This is an optimization exercise on Yosys and OpenROAD, whose aim is small area and a short achievable clock period, not a production implementation. RTL that was checked went through simulation tests only; none was proved equivalent to the original.

==> inputs of 03-05 <==
==> flow/design.v <==
module mem_responder #(
  parameter int ADDR_BITS  = 6,
  parameter int RD_LATENCY = 1
) (
  input  logic                 clock,
  input  logic                 reset,
  input  logic [31:0]          Address,
  input  logic                 Wr,
  input  logic [31:0]          Datain,
  output logic [31:0]          Dataout,
  output logic                 rd_valid,
  output logic                 addr_err,
  input  logic                 ld_en,
  input  logic [ADDR_BITS-1:0] ld_addr,
  input  logic [31:0]          ld_data,
  output logic                 ld_clash
);
  localparam int ROWS = 1 << (ADDR_BITS - 2);
  localparam int RB   = ADDR_BITS - 2;
  logic [7:0] bank [4][ROWS];
  function automatic logic [4*ROWS-1:0] row_selects(input logic [RB-1:0] row, input logic [1:0] off);
    logic [ROWS-1:0] dec;
    logic [ROWS-1:0] dec_nx;
    for (int r = 0; r < ROWS; r++) begin
      dec[r]    = (row == RB'(r));
      dec_nx[r] = (row == RB'(r - 1));
    end
    for (int b = 0; b < 4; b++)
      row_selects[b*ROWS +: ROWS] = (2'(b) < off) ? dec_nx : dec;
  endfunction
  logic [3:0][ROWS-1:0] rd_sel;
  logic [3:0][7:0]      bank_rd;
  logic [31:0]          rd_word;
  assign rd_sel = row_selects(Address[ADDR_BITS-1:2], Address[1:0]);
  always_comb begin
    for (int b = 0; b < 4; b++) begin
      bank_rd[b] = '0;
      for (int r = 0; r < ROWS; r++)
        bank_rd[b] = bank_rd[b] | (bank[b][r] & {8{rd_sel[b][r]}});
    end
  end
  always_comb begin
    for (int k = 0; k < 4; k++) begin
      rd_word[31-8*k -: 8] = '0;
      for (int b = 0; b < 4; b++)
        rd_word[31-8*k -: 8] = rd_word[31-8*k -: 8] | (bank_rd[b] & {8{Address[1:0] == 2'(b - k)}});
    end
  end
  logic                 wr_cpu;
  logic [3:0][ROWS-1:0] ld_sel;
  logic [3:0][ROWS-1:0] cpu_sel;
  logic [3:0][ROWS-1:0] wr_sel;
  logic [3:0][7:0]      wr_byte;
  assign wr_cpu  = ~ld_en & Wr;
  assign ld_sel  = row_selects(ld_addr[ADDR_BITS-1:2], ld_addr[1:0]);
  assign cpu_sel = row_selects(Address[ADDR_BITS-1:2], Address[1:0]);
  always_comb begin
    for (int b = 0; b < 4; b++)
      wr_sel[b] = {ROWS{reset}} & (({ROWS{ld_en}} & ld_sel[b]) | ({ROWS{wr_cpu}} & cpu_sel[b]));
  end
  always_comb begin
    for (int b = 0; b < 4; b++) begin
      wr_byte[b] = '0;
      for (int k = 0; k < 4; k++)
        wr_byte[b] = wr_byte[b]
                   | (ld_data[31-8*k -: 8] & {8{ld_en & (ld_addr[1:0] == 2'(b - k))}})
                   | (Datain[31-8*k -: 8]  & {8{~ld_en & (Address[1:0] == 2'(b - k))}});
    end
  end
  always_ff @(posedge clock) begin
    for (int b = 0; b < 4; b++)
      for (int r = 0; r < ROWS; r++)
        if (wr_sel[b][r]) bank[b][r] <= wr_byte[b];
  end
  always_ff @(posedge clock or negedge reset) begin
    if (!reset) begin
      Dataout  <= '0;
      addr_err <= 1'b0;
      rd_valid <= 1'b0;
      ld_clash <= 1'b0;
    end else begin
      Dataout  <= rd_word;
      addr_err <= (Address[31:ADDR_BITS] != '0);
      rd_valid <= 1'b1;
      ld_clash <= ld_en & Wr;
    end
  end
endmodule
==> flow/flow/run.sh <==
#!/bin/bash
# Own layout flow: the standard ORFS flow, with
#  - extra ORFS make variables from flow/make_vars.txt (one NAME=VALUE per line).
# Every tool's output goes to ORFS's own logs (orfs/logs/...) and the make output to flow_make.log.
set -euo pipefail
W=$(pwd)
F=$W/flow
{
  echo "proc abc {args} {"
  echo "  set i [lsearch -exact \$args -script]"
  echo "  if {\$i >= 0} { lset args [expr {\$i + 1}] {$F/abc.script} }"
  echo "  yosys abc {*}\$args"
  echo "}"
  cat "$W/synth_recipe.tcl"
} > "$W/own_synth.tcl"
vars=("SYNTH_SCRIPT=$W/own_synth.tcl")
if [[ -f $F/make_vars.txt ]]; then
  while IFS= read -r line; do
    [[ -z $line || $line == \#* ]] && continue
    vars+=("$line")
  done < "$F/make_vars.txt"
fi
bash "$W/standard.sh" "${vars[@]}" finish > "$W/flow_make.log" 2>&1
==> flow/flow/abc.script <==
strash
dch
map -B 0.9
topo
stime -c
buffer -c
upsize -c
dnsize -c
==> flow/flow/make_vars.txt <==
MATCH_CELL_FOOTPRINT=0
BUFFER_PORTS_ARGS=-buffer_cell sky130_fd_sc_hd__buf_2
==> flow/standard.sh <==
#!/bin/bash
# synth_recipe.tcl (not shown) runs the flow's synth.tcl, then flattens the netlist and writes it again
# the make line also repeats each setting of config.mk as NAME=value (left out here)
make -C /OpenROAD-flow-scripts/flow DESIGN_CONFIG=/design/flow/config.mk WORK_HOME=/design/flow/orfs CLKGATE_MAP_FILE= SYNTH_SCRIPT=/design/flow/synth_recipe.tcl "${@:-finish}"
==> flow/config.mk <==
export PLATFORM = sky130hd
export DESIGN_NAME = mem_responder
export DESIGN_NICKNAME = mem_responder
export VERILOG_FILES = /design/flow/design.v
export SDC_FILE = /design/flow/constraint.sdc
export NUM_CORES = 4
export LEC_CHECK = 0
export ABC_AREA = 1
export CAP_MARGIN = 20
export CELL_PAD_IN_SITES_DETAIL_PLACEMENT = 1
export CELL_PAD_IN_SITES_GLOBAL_PLACEMENT = 2
export CORE_MARGIN = 2
export CORE_UTILIZATION = 30
export SETUP_SLACK_MARGIN = 2.6
export SLEW_MARGIN = 20
==> flow/constraint.sdc <==
create_clock -name core_clock -period 5.0 [get_ports {clock}]
set_input_delay 1.0000 -clock core_clock [delete_from_list [all_inputs] [get_ports {clock}]]
set_output_delay 1.0000 -clock core_clock [all_outputs]
set_load 0.01 [all_outputs]
==> inputs of 10-26, as changes to 03-05 <==
==> flow/design.v (replaced) <==
module mr_aoi22 (input logic a, b, c, d, output logic y);
  assign y = ~((a & b) | (c & d));
endmodule
module mr_nand4 (input logic a, b, c, d, output logic y);
  assign y = ~(a & b & c & d);
endmodule
module mr_oai21 (input logic a, b, c, output logic y);
  assign y = ~((a | b) & c);
endmodule
module mr_sel8 (input logic [7:0] d, input logic [7:0] s, output logic y);
  logic [3:0] n;
  for (genvar j = 0; j < 4; j++) begin : g_a
    mr_aoi22 u_a (.a(d[2*j]), .b(s[2*j]), .c(d[2*j+1]), .d(s[2*j+1]), .y(n[j]));
  end
  mr_nand4 u_o (.a(n[0]), .b(n[1]), .c(n[2]), .d(n[3]), .y(y));
endmodule
module mem_responder #(
  parameter int ADDR_BITS  = 6,
  parameter int RD_LATENCY = 1
) (
  input  logic                 clock,
  input  logic                 reset,
  input  logic [31:0]          Address,
  input  logic                 Wr,
  input  logic [31:0]          Datain,
  output logic [31:0]          Dataout,
  output logic                 rd_valid,
  output logic                 addr_err,
  input  logic                 ld_en,
  input  logic [ADDR_BITS-1:0] ld_addr,
  input  logic [31:0]          ld_data,
  output logic                 ld_clash
);
  localparam int ROWS = 1 << (ADDR_BITS - 2);
  localparam int RB   = ADDR_BITS - 2;
  localparam int NH   = ROWS / 8;    
  logic [7:0] bank [4][ROWS];
  function automatic logic [4*ROWS-1:0] row_selects(input logic [RB-1:0] row, input logic [1:0] off,
                                                     input logic en);
    logic [ROWS-1:0] dec;
    logic [ROWS-1:0] dec_nx;
    for (int r = 0; r < ROWS; r++) begin
      dec[r]    = en & (row == RB'(r));
      dec_nx[r] = en & (row == RB'(r - 1));
    end
    for (int b = 0; b < 4; b++)
      row_selects[b*ROWS +: ROWS] = (2'(b) < off) ? dec_nx : dec;
  endfunction
  logic [3:0][ROWS-1:0] rd_sel;
  logic [3:0][3:0]      rot_sel;    
  logic [31:0]          rd_word;
  assign rd_sel = row_selects(Address[ADDR_BITS-1:2], Address[1:0], 1'b1);
  always_comb begin
    for (int k = 0; k < 4; k++)
      for (int b = 0; b < 4; b++)
        rot_sel[k][b] = (Address[1:0] == 2'(b - k));
  end
  logic [7:0] part [4][NH];
  for (genvar b = 0; b < 4; b++) begin : g_bank
    for (genvar h = 0; h < NH; h++) begin : g_half
      for (genvar i = 0; i < 8; i++) begin : g_bit
        logic [7:0] d;
        for (genvar r = 0; r < 8; r++) begin : g_row
          assign d[r] = bank[b][8*h+r][i];
        end
        mr_sel8 u_sel (.d(d), .s(rd_sel[b][8*h +: 8]), .y(part[b][h][i]));
      end
    end
  end
  for (genvar k = 0; k < 4; k++) begin : g_lane
    for (genvar i = 0; i < 8; i++) begin : g_bit
      logic [3:0] t;
      for (genvar b = 0; b < 4; b++) begin : g_b
        if (NH == 2) begin : g_two
          mr_oai21 u_t (.a(part[b][0][i]), .b(part[b][1][i]), .c(rot_sel[k][b]), .y(t[b]));
        end else begin : g_any
          logic any;
          always_comb begin
            any = 1'b0;
            for (int h = 0; h < NH; h++) any = any | part[b][h][i];
          end
          assign t[b] = ~(any & rot_sel[k][b]);
        end
      end
      mr_nand4 u_o (.a(t[0]), .b(t[1]), .c(t[2]), .d(t[3]), .y(rd_word[31-8*k-7+i]));
    end
  end
  logic                 ld_go;
  logic                 cpu_go;
  logic [3:0][ROWS-1:0] ld_sel;
  logic [3:0][ROWS-1:0] cpu_sel;
  logic [3:0][ROWS-1:0] wr_sel;
  logic [3:0][7:0]      wr_byte;
  logic [3:0][7:0]      wd_sel;     
  assign ld_go   = reset & ld_en;
  assign cpu_go  = reset & ~ld_en & Wr;
  assign ld_sel  = row_selects(ld_addr[ADDR_BITS-1:2], ld_addr[1:0], ld_go);
  assign cpu_sel = row_selects(Address[ADDR_BITS-1:2], Address[1:0], cpu_go);
  assign wr_sel  = ld_sel | cpu_sel;
  always_comb begin
    for (int b = 0; b < 4; b++)
      for (int k = 0; k < 4; k++) begin
        wd_sel[b][2*k]   = ld_en & (ld_addr[1:0] == 2'(b - k));
        wd_sel[b][2*k+1] = ~ld_en & (Address[1:0] == 2'(b - k));
      end
  end
  for (genvar b = 0; b < 4; b++) begin : g_wd
    for (genvar i = 0; i < 8; i++) begin : g_bit
      logic [7:0] d;
      for (genvar k = 0; k < 4; k++) begin : g_lane
        assign d[2*k]   = ld_data[31-8*k-7+i];
        assign d[2*k+1] = Datain[31-8*k-7+i];
      end
      mr_sel8 u_sel (.d(d), .s(wd_sel[b]), .y(wr_byte[b][i]));
    end
  end
  always_ff @(posedge clock) begin
    for (int b = 0; b < 4; b++)
      for (int r = 0; r < ROWS; r++)
        if (wr_sel[b][r]) bank[b][r] <= wr_byte[b];
  end
  always_ff @(posedge clock or negedge reset) begin
    if (!reset) begin
      Dataout  <= '0;
      addr_err <= 1'b0;
      rd_valid <= 1'b0;
      ld_clash <= 1'b0;
    end else begin
      Dataout  <= rd_word;
      addr_err <= (Address[31:ADDR_BITS] != '0);
      rd_valid <= 1'b1;
      ld_clash <= ld_en & Wr;
    end
  end
endmodule
==> flow/flow/abc.script (replaced) <==
strash
dch
map
topo
stime -c
--- a/flow/config.mk
+++ b/flow/config.mk
@@ -11,5 +11,10 @@
 export CELL_PAD_IN_SITES_GLOBAL_PLACEMENT = 2
 export CORE_MARGIN = 2
 export CORE_UTILIZATION = 30
-export SETUP_SLACK_MARGIN = 2.6
+export CTS_BUF_LIST = sky130_fd_sc_hd__clkbuf_8
+export CTS_CLUSTER_DIAMETER = 80
+export CTS_CLUSTER_SIZE = 16
+export SETUP_SLACK_MARGIN = 2.5
 export SLEW_MARGIN = 20
+export SYNTH_HIERARCHICAL = 1
+export SYNTH_MINIMUM_KEEP_SIZE = 0
==> inputs of 02-07, as changes to 03-05 <==
==> flow/design.v (replaced) <==
module mem_responder #(
  parameter int ADDR_BITS  = 6,
  parameter int RD_LATENCY = 1
) (
  input  logic                 clock,
  input  logic                 reset,
  input  logic [31:0]          Address,
  input  logic                 Wr,
  input  logic [31:0]          Datain,
  output logic [31:0]          Dataout,
  output logic                 rd_valid,
  output logic                 addr_err,
  input  logic                 ld_en,
  input  logic [ADDR_BITS-1:0] ld_addr,
  input  logic [31:0]          ld_data,
  output logic                 ld_clash
);
  localparam int ROWS = 1 << (ADDR_BITS - 2);
  logic [7:0] bank [4][ROWS];
  logic [ADDR_BITS-3:0] rd_row;
  logic [1:0]           rd_off;
  logic [ROWS-1:0]      rd_dec;
  logic [7:0]           bank_rd [4];
  logic [31:0]          rd_word;
  assign rd_row = Address[ADDR_BITS-1:2];
  assign rd_off = Address[1:0];
  always_comb begin
    rd_dec = '0;
    rd_dec[rd_row] = 1'b1;
  end
  always_comb begin
    for (int b = 0; b < 4; b++) begin
      logic            nxt;
      logic [ROWS-1:0] sel;
      nxt = (2'(b) < rd_off);
      sel = nxt ? {rd_dec[ROWS-2:0], rd_dec[ROWS-1]} : rd_dec;
      bank_rd[b] = '0;
      for (int r = 0; r < ROWS; r++)
        bank_rd[b] = bank_rd[b] | (bank[b][r] & {8{sel[r]}});
    end
  end
  always_comb begin
    for (int k = 0; k < 4; k++)
      rd_word[31-8*k -: 8] = bank_rd[2'(rd_off + 2'(k))];
  end
  logic                 wr_en;
  logic [ADDR_BITS-1:0] wr_base;
  logic [31:0]          wr_word;
  logic [ADDR_BITS-3:0] wr_row;
  logic [1:0]           wr_off;
  logic [ROWS-1:0]      wr_dec;
  logic [ROWS-1:0]      wr_sel [4];
  logic [7:0]           wr_byte [4];
  assign wr_en   = reset & (ld_en | Wr);
  assign wr_base = ld_en ? ld_addr : Address[ADDR_BITS-1:0];
  assign wr_word = ld_en ? ld_data : Datain;
  assign wr_row  = wr_base[ADDR_BITS-1:2];
  assign wr_off  = wr_base[1:0];
  always_comb begin
    wr_dec = '0;
    wr_dec[wr_row] = wr_en;
  end
  always_comb begin
    for (int b = 0; b < 4; b++) begin
      wr_sel[b]  = (2'(b) < wr_off) ? {wr_dec[ROWS-2:0], wr_dec[ROWS-1]} : wr_dec;
      wr_byte[b] = wr_word[31-8*(2'(2'(b) - wr_off)) -: 8];
    end
  end
  always_ff @(posedge clock) begin
    for (int b = 0; b < 4; b++)
      for (int r = 0; r < ROWS; r++)
        if (wr_sel[b][r]) bank[b][r] <= wr_byte[b];
  end
  always_ff @(posedge clock or negedge reset) begin
    if (!reset) begin
      Dataout  <= '0;
      addr_err <= 1'b0;
      rd_valid <= 1'b0;
      ld_clash <= 1'b0;
    end else begin
      Dataout  <= rd_word;
      addr_err <= (Address[31:ADDR_BITS] != '0);
      rd_valid <= 1'b1;
      ld_clash <= ld_en & Wr;
    end
  end
endmodule
==> flow/run.sh (new file) <==
#!/bin/bash
# synth_recipe.tcl (not shown) runs the flow's synth.tcl, then flattens the netlist and writes it again
# the make line also repeats each setting of config.mk as NAME=value (left out here)
make -C /OpenROAD-flow-scripts/flow DESIGN_CONFIG=/design/flow/config.mk WORK_HOME=/design/flow/orfs CLKGATE_MAP_FILE= SYNTH_SCRIPT=/design/flow/synth_recipe.tcl finish
--- a/flow/config.mk
+++ b/flow/config.mk
@@ -5,11 +5,9 @@
 export SDC_FILE = /design/flow/constraint.sdc
 export NUM_CORES = 4
 export LEC_CHECK = 0
-export ABC_AREA = 1
 export CAP_MARGIN = 20
 export CELL_PAD_IN_SITES_DETAIL_PLACEMENT = 1
 export CELL_PAD_IN_SITES_GLOBAL_PLACEMENT = 2
 export CORE_MARGIN = 2
 export CORE_UTILIZATION = 30
-export SETUP_SLACK_MARGIN = 2.6
 export SLEW_MARGIN = 20
removed: flow/flow/run.sh
removed: flow/flow/abc.script
removed: flow/flow/make_vars.txt
removed: flow/standard.sh
==> metrics.md <==
| Metric | Value |
|---|---|
| Drt pass-1 iters | `6` |
| # H-tree levels | `2` |
| Most frequent cells in the layout | `512 x edfxtp_1, 260 x buf_4, 200 x nand2_1` |
| Fmax | `214 MHz` |
| Cells on worst reg2reg path | `8` |
| Adder-cell share of the synthesized area | `0.487%` |
| Status | `finished clean` |
| Post-synth cell types | `89` |
| Num CTS Buffers | `58` |
| Worst-path clk slew | `0.06 ns` |
| Slew margin rel. | `25.0%` |
[end of results for 02-07]
==> metrics.md <==
| Metric | Value |
|---|---|
| Post-synth cell types | `28` |
| Slew margin rel. | `40.0%` |
| # H-tree levels | `3` |
| Drt pass-1 iters | `6` |
| Status | `finished clean` |
| Adder-cell share of the synthesized area | `0%` |
[end of results for 03-05]
==> metrics.md <==
| Metric | Value |
|---|---|
| Post-synth cell types | `17` |
| # H-tree levels | `2` |
| Drt pass-1 iters | `5` |
| Num CTS Buffers | `41` |
| Status | `finished clean` |
| Fmax | `roughly 400 MHz` |
| Slew margin rel. | `about a third` |
| Cells on worst reg2reg path | `5` |
| Adder-cell share of the synthesized area | `0%` |
[end of results for 10-26]
Only the layout flow was run in 03-05; the RTL was not checked for function there.

what the ideal ports hide:
The flow's constraints put no driver on any port. The routed layouts listed below were extracted and timed again, unchanged, in two steps. Step 1 assumes that a clkbuf_16 drives the clock port and a buf_2 every other input. Step 2, shift: input delay + t, output delay - t, t = (earliest + latest rising clock arrival at the registers) / 2. This alone moves slack from input paths to output paths. Three values: ideal, step 1, step 2; two values: the first two.
| run | t, ns | slack for setup (ns) | worst setup path at the end |
|---|---|---|---|
| 03-05 | 0.673 | 2.551 / 2.438 / 1.765 | input to register |
| 10-26 | 0.695 | 2.497 / 2.440 / 1.746 | input to register |
| 02-07 | 0.684 | 0.322 / 0.359 / -0.325 | input to register |
With both steps, setup timing fails in 02-07, where it was met with ideal ports. For 03-05, which loses most, drivers alone change the setup slack by -0.113 ns; drivers and shift together by -0.786 ns.
